What follows belongs to an exercise in optimizing a design on an open flow for small area, a short achievable clock period and few clock cycles per item; a production flow would make more cautious choices.
Function was checked by simulation only, so behaviour that the tests miss may differ from the original.

==> 04-24 <==
// phong_sphere_pixel_shader
module phong_sphere_pixel_shader #(
	parameter int COORD_BITS    = 11,
	parameter int SHININESS_MAX = 255
) (
	input  logic                         clk,
	input  logic                         arst_n,
	input  logic                         pixel_in_valid,
	output logic                         pixel_in_ready,
	input  logic signed [COORD_BITS-1:0] pixel_in_pixel_x,
	input  logic signed [COORD_BITS-1:0] pixel_in_pixel_y,
	input  logic signed [15:0]           pixel_in_light_pos_x,
	input  logic signed [15:0]           pixel_in_light_pos_y,
	input  logic signed [15:0]           pixel_in_light_pos_z,
	input  logic [15:0]                  pixel_in_light_red,
	input  logic [15:0]                  pixel_in_light_green,
	input  logic [15:0]                  pixel_in_light_blue,
	input  logic                         pixel_in_light_is_directional,
	input  logic                         pixel_in_last_light,
	output logic                         shade_out_valid,
	input  logic                         shade_out_ready,
  ...
export LEC_CHECK = 0
export CAP_MARGIN = 20
export CORE_MARGIN = 2
export CORE_UTILIZATION = 40
export SETUP_SLACK_MARGIN = 5
export SLEW_MARGIN = 20
create_clock -name core_clock -period 15.0 [get_ports {clk}]
run.sh (not shown) runs the stock make flow with config.mk's settings and CLKGATE_MAP_FILE= SYNTH_SCRIPT=/design/flow/synth_recipe.tcl, a recipe that flattens the netlist after the stock synthesis.
==> 03-26: changes against 04-24 <==
--- a/flow/design.v
+++ b/flow/design.v
@@ -146,16 +146,17 @@
 	localparam bstate_t B_S    = 2'd2;	 
 	localparam bstate_t B_FIN  = 2'd3;
 	typedef logic [3:0] cons_t;
 	localparam cons_t C_NONE   = 4'd0;
 	localparam cons_t C_SSET   = 4'd1;
 	localparam cons_t C_SSUB   = 4'd2;
 	localparam cons_t C_SADD0  = 4'd3;
 	localparam cons_t C_SADD18 = 4'd4;
+	localparam cons_t C_SADD34 = 4'd5;
 	localparam cons_t C_V      = 4'd6;
 	localparam cons_t C_DSET   = 4'd8;
 	localparam cons_t C_DADD   = 4'd9;
 	localparam cons_t C_RZ     = 4'd10;
 	typedef logic [2:0] cons2_t;
 	localparam cons2_t C2_NONE = 3'd0;
 	localparam cons2_t C2_PROD = 3'd1;
 	localparam cons2_t C2_TSET = 3'd2;
@@ -174,17 +175,16 @@
 	fstate_t            fstate_q;
 	logic signed [COORD_BITS-1:0] x_q, y_q;
 	logic signed [15:0] pos_q [3];
 	logic [15:0]        rgb_q [3];
 	logic               dir_q, last_q, bank_q;
 	logic [25:0]        vmag_q [3];
 	logic               vsgn_q [3];
 	logic signed [SW-1:0] sacc_q;
-	logic [19:0]        hsq_q;		 
 	logic [1:0]         fch_q, fsub_q;
 	logic               vval_q [3];	 
 	logic               v2d_q;		 
 	logic               cvalid_q, cout_q;
 	logic               nvalid_q, ndiv_req_q;
 	logic               zval_q;
 	localparam int ZW     = 2 * N_SQZ;		 
 	localparam int ZREM_W = N_SQZ + 3;
@@ -294,17 +294,16 @@
 			.quo    (ln_quo[c])
 		);
 		assign ln_val[c] = $signed({1'b0, ln_quo[c][15:0]});
 	end
 	logic signed [SW-1:0] sacc_nx;
 	logic                 sacc_we;
 	logic signed [35:0]   dacc_nx;
 	logic signed [26:0]   v_full;
-	logic [25:0]          v_abs;
 	logic signed [26:0]   pt_c;
 	logic signed [35:0]   rz_rnd;
 	logic signed [21:0]   rz_full;
 	logic [15:0]          rz_clamp;
 	logic [50:0]          tsum;
 	logic [16:0]          tadd;
 	logic [30:0]          mq2;
 	logic                 sum_we;
@@ -314,26 +313,26 @@
 	logic [SUM_W:0]       sum_add;
 	always_comb begin
 		unique case (cons_ch_q)
 			2'd0:    pt_c = 27'(x_q) <<< 12;
 			2'd1:    pt_c = 27'(y_q) <<< 12;
 			default: pt_c = 27'($signed({1'b0, zres_q}));
 		endcase
 		v_full = dir_q ? -mp_q[26:0] : mp_q[26:0] - pt_c;
-		v_abs  = v_full[26] ? 26'(-v_full) : 26'(v_full);
 		rz_rnd   = rnd15(mp_q <<< 1);
 		rz_full  = 22'(rz_rnd) - 22'(l_q[2]);
 		rz_clamp = (rz_full < 0) ? 16'd0 : (rz_full > 22'sd32768) ? ONE_Q15 : rz_full[15:0];
 		sacc_we = 1'b1;
 		unique case (cons_q)
 			C_SSET:   sacc_nx = SW'(mp_q);
 			C_SSUB:   sacc_nx = sacc_q - SW'(mp_q);
 			C_SADD0:  sacc_nx = sacc_q + SW'(mp_q);
 			C_SADD18: sacc_nx = sacc_q + (SW'(mp_q) <<< 18);
+			C_SADD34: sacc_nx = sacc_q + (SW'(mp_q) <<< 34);
 			default:  begin sacc_nx = sacc_q; sacc_we = 1'b0; end
 		endcase
 		dacc_nx = (cons_q == C_DSET) ? mp_q : (cons_q == C_DADD) ? dacc_q + mp_q : dacc_q;
 		tsum = 51'(tacc_q) + (51'(mp2_q) << 16);
 		tadd = tsum[49:33];
 		mq2  = 31'(mp2_q) + 31'd16384;
 		sum_we   = 1'b0;
 		sum_ch   = cons2_ch_q;
@@ -452,27 +451,31 @@
 				end
 			end
 			F_SQ: begin
 				unique case (fsub_q)
 					2'd0: begin
 						f_ma = 18'(vmag_q[fch_q][16:0]); f_mb = 18'(vmag_q[fch_q][16:0]);
 						f_cons = (fch_q == 2'd0) ? C_SSET : C_SADD0;
 					end
-					default: begin
+					2'd1: begin
 						f_ma = 18'(vmag_q[fch_q][25:17]); f_mb = 18'(vmag_q[fch_q][16:0]);
 						f_cons = C_SADD18;
 					end
+					default: begin
+						f_ma = 18'(vmag_q[fch_q][25:17]); f_mb = 18'(vmag_q[fch_q][25:17]);
+						f_cons = C_SADD34;
+					end
 				endcase
 				if (fch_q == 2'd2 && !v2d_q) begin
 					f_ma = 18'(radius_q); f_mb = 18'(pos_q[2]); f_cons = C_V;
 					f_req = zval_q;
 				end else begin
 					f_req = vval_q[fch_q];
-					if (f_gnt && fch_q == 2'd2 && fsub_q == 2'd1) fstate_d = F_SQW0;
+					if (f_gnt && fch_q == 2'd2 && fsub_q == 2'd2) fstate_d = F_SQW0;
 				end
 			end
 			F_SQW0: fstate_d = F_SQW;
 			F_NULL: begin
 				if (!nq_q) fstate_d = F_IDLE;
 			end
 			F_SQW, F_HOLD: begin
 				if (handoff && !f_null) fstate_d = F_IDLE;
@@ -528,17 +531,17 @@
 				nstate_d = N_LDIV;
 			end
 		end
 		if (handoff) begin
 			astate_d = f_null ? A_WAIT : A_SQL;
 			if (!f_null) begin
 				iu_load = 1'b1;
 				iu_ncyc = 5'(N_SQL / K);
-				iu_acc0 = AW'(((fstate_q == F_SQW) ? sacc_nx : sacc_q) + (SW'(hsq_q) << 34)) << (AW - 2 * N_SQL);
+				iu_acc0 = AW'((fstate_q == F_SQW) ? sacc_nx : sacc_q) << (AW - 2 * N_SQL);
 			end
 		end
 		if (ln_a) begin
 			ln_den0 = len_a;
 			for (int c = 0; c < 3; c++)
 				ln_num0[c] = (42'(vma_q[c]) << 15) + 42'(len_a[DEN_W-1:1]);
 		end else if (ndiv_req_q && ln_cnt_q == 4'd0 && !ln_done_q) begin
 			ln_load = 1'b1;
@@ -732,17 +735,17 @@
 			if (fstate_q == F_IDLE) v2d_q <= 1'b0;
 			for (int c = 0; c < 3; c++) if (f_gnt && f_cons == C_V && fch_q == 2'(c)) vval_q[c] <= 1'b0;
 			for (int c = 0; c < 3; c++) if (cons_q == C_V && cons_ch_q == 2'(c)) vval_q[c] <= 1'b1;
 			if (fstate_q == F_P3) zval_q <= 1'b0;
 			if (fstate_q == F_P3 && !((radius_q == '0) || (s_nx < 0))) zcnt_q <= 5'(N_SQZ / K);
 			else if (zcnt_q != 5'd0) zcnt_q <= zcnt_q - 5'd1;
 			if (z_done) zval_q <= 1'b1;
 			if (f_gnt && (fstate_q == F_SQ) && f_cons != C_V) begin
-				if (fsub_q == 2'd1) begin
+				if (fsub_q == 2'd2) begin
 					fsub_q <= '0;
 					fch_q  <= (fch_q == 2'd2) ? 2'd0 : fch_q + 2'd1;
 				end else begin
 					fsub_q <= fsub_q + 2'd1;
 				end
 			end
 			if (nstate_q == N_DOT) nch_q <= (nch_q == 2'd2) ? 2'd0 : nch_q + 2'd1;
 			if (p_hand) pstate_q <= P_IDLE;
@@ -808,20 +811,19 @@
 			cout_q <= (radius_q == '0) || (s_nx < 0);
 			nsx_q  <= x_q[COORD_BITS-1];
 			nsy_q  <= y_q[COORD_BITS-1];
 		end
 		if (sacc_we) sacc_q <= sacc_nx;
 		for (int c = 0; c < 3; c++) begin
 			if (cons_q == C_V && cons_ch_q == 2'(c)) begin
 				vsgn_q[c] <= v_full[26];
-				vmag_q[c] <= v_abs;
+				vmag_q[c] <= v_full[26] ? 26'(-v_full) : 26'(v_full);
 			end
 		end
-		if (cons_q == C_V) hsq_q <= ((cons_ch_q == 2'd0) ? 20'd0 : hsq_q) + 20'(v_abs[25:17] * v_abs[25:17]);
 		if (fstate_q == F_P3) begin
 			zacc_q <= ZW'({s_nx[19:0], 24'd0});
 			zrem_q <= '0;
 			zres_q <= '0;
 		end else if (zcnt_q != 5'd0) begin
 			zacc_q <= zacc_q << (2 * K);
 			zrem_q <= z_rem_o;
 			zres_q <= z_res_o;
==> notes <==
- 03-26 produced a clean layout. 04-24 produced a clean layout.
- Between 03-26 and 04-24, the lower sequential share of layout area is in 04-24 (gap 0.41 points).
- Count of clock-buffer cells in the layout: 04-24 is lower than 03-26 (6).
- Of 03-26 and 04-24, 04-24 has the higher sequential cell count (gap 18).
- Global-route usage: 03-26 is higher than 04-24 (0.12 points).
- In 03-26 the via count is smaller than in 04-24, by 1.5%.
- Against 04-24, the die area of 03-26 is smaller by 2.0%.
- In 03-26 the cell area is smaller than in 04-24, by 2.3%.
Testbench counts of 04-24, summed over its fixed seeds: cycles 32,352, items 2,010.
Testbench counts of 03-26, summed over its fixed seeds: cycles 32,879, items 2,010.

-- port drivers added, routing unchanged --
In the flow no input, the clock included, has a driving cell. The finished layouts below were timed again as built, in two steps.
Step 1, drivers: a clkbuf_16 drives clk and a buf_2 each remaining input, both assumed.
Step 2 adds t to the input delays and takes it off the output delays; t is the mean of the earliest and latest rising clock arrival at the registers after step 1. Input paths then give back, and output paths get back, about the clock's delay inside the block.
Three values: ideal, step 1, step 2; two values: the first two.
run	t, ns	setup slack, ns	worst setup path after step 2
04-24	0.981	5.378 / 5.378 / 5.378	register to register
03-26	0.961	5.421 / 5.421 / 5.421	register to register
After both steps every run listed still meets setup and hold.
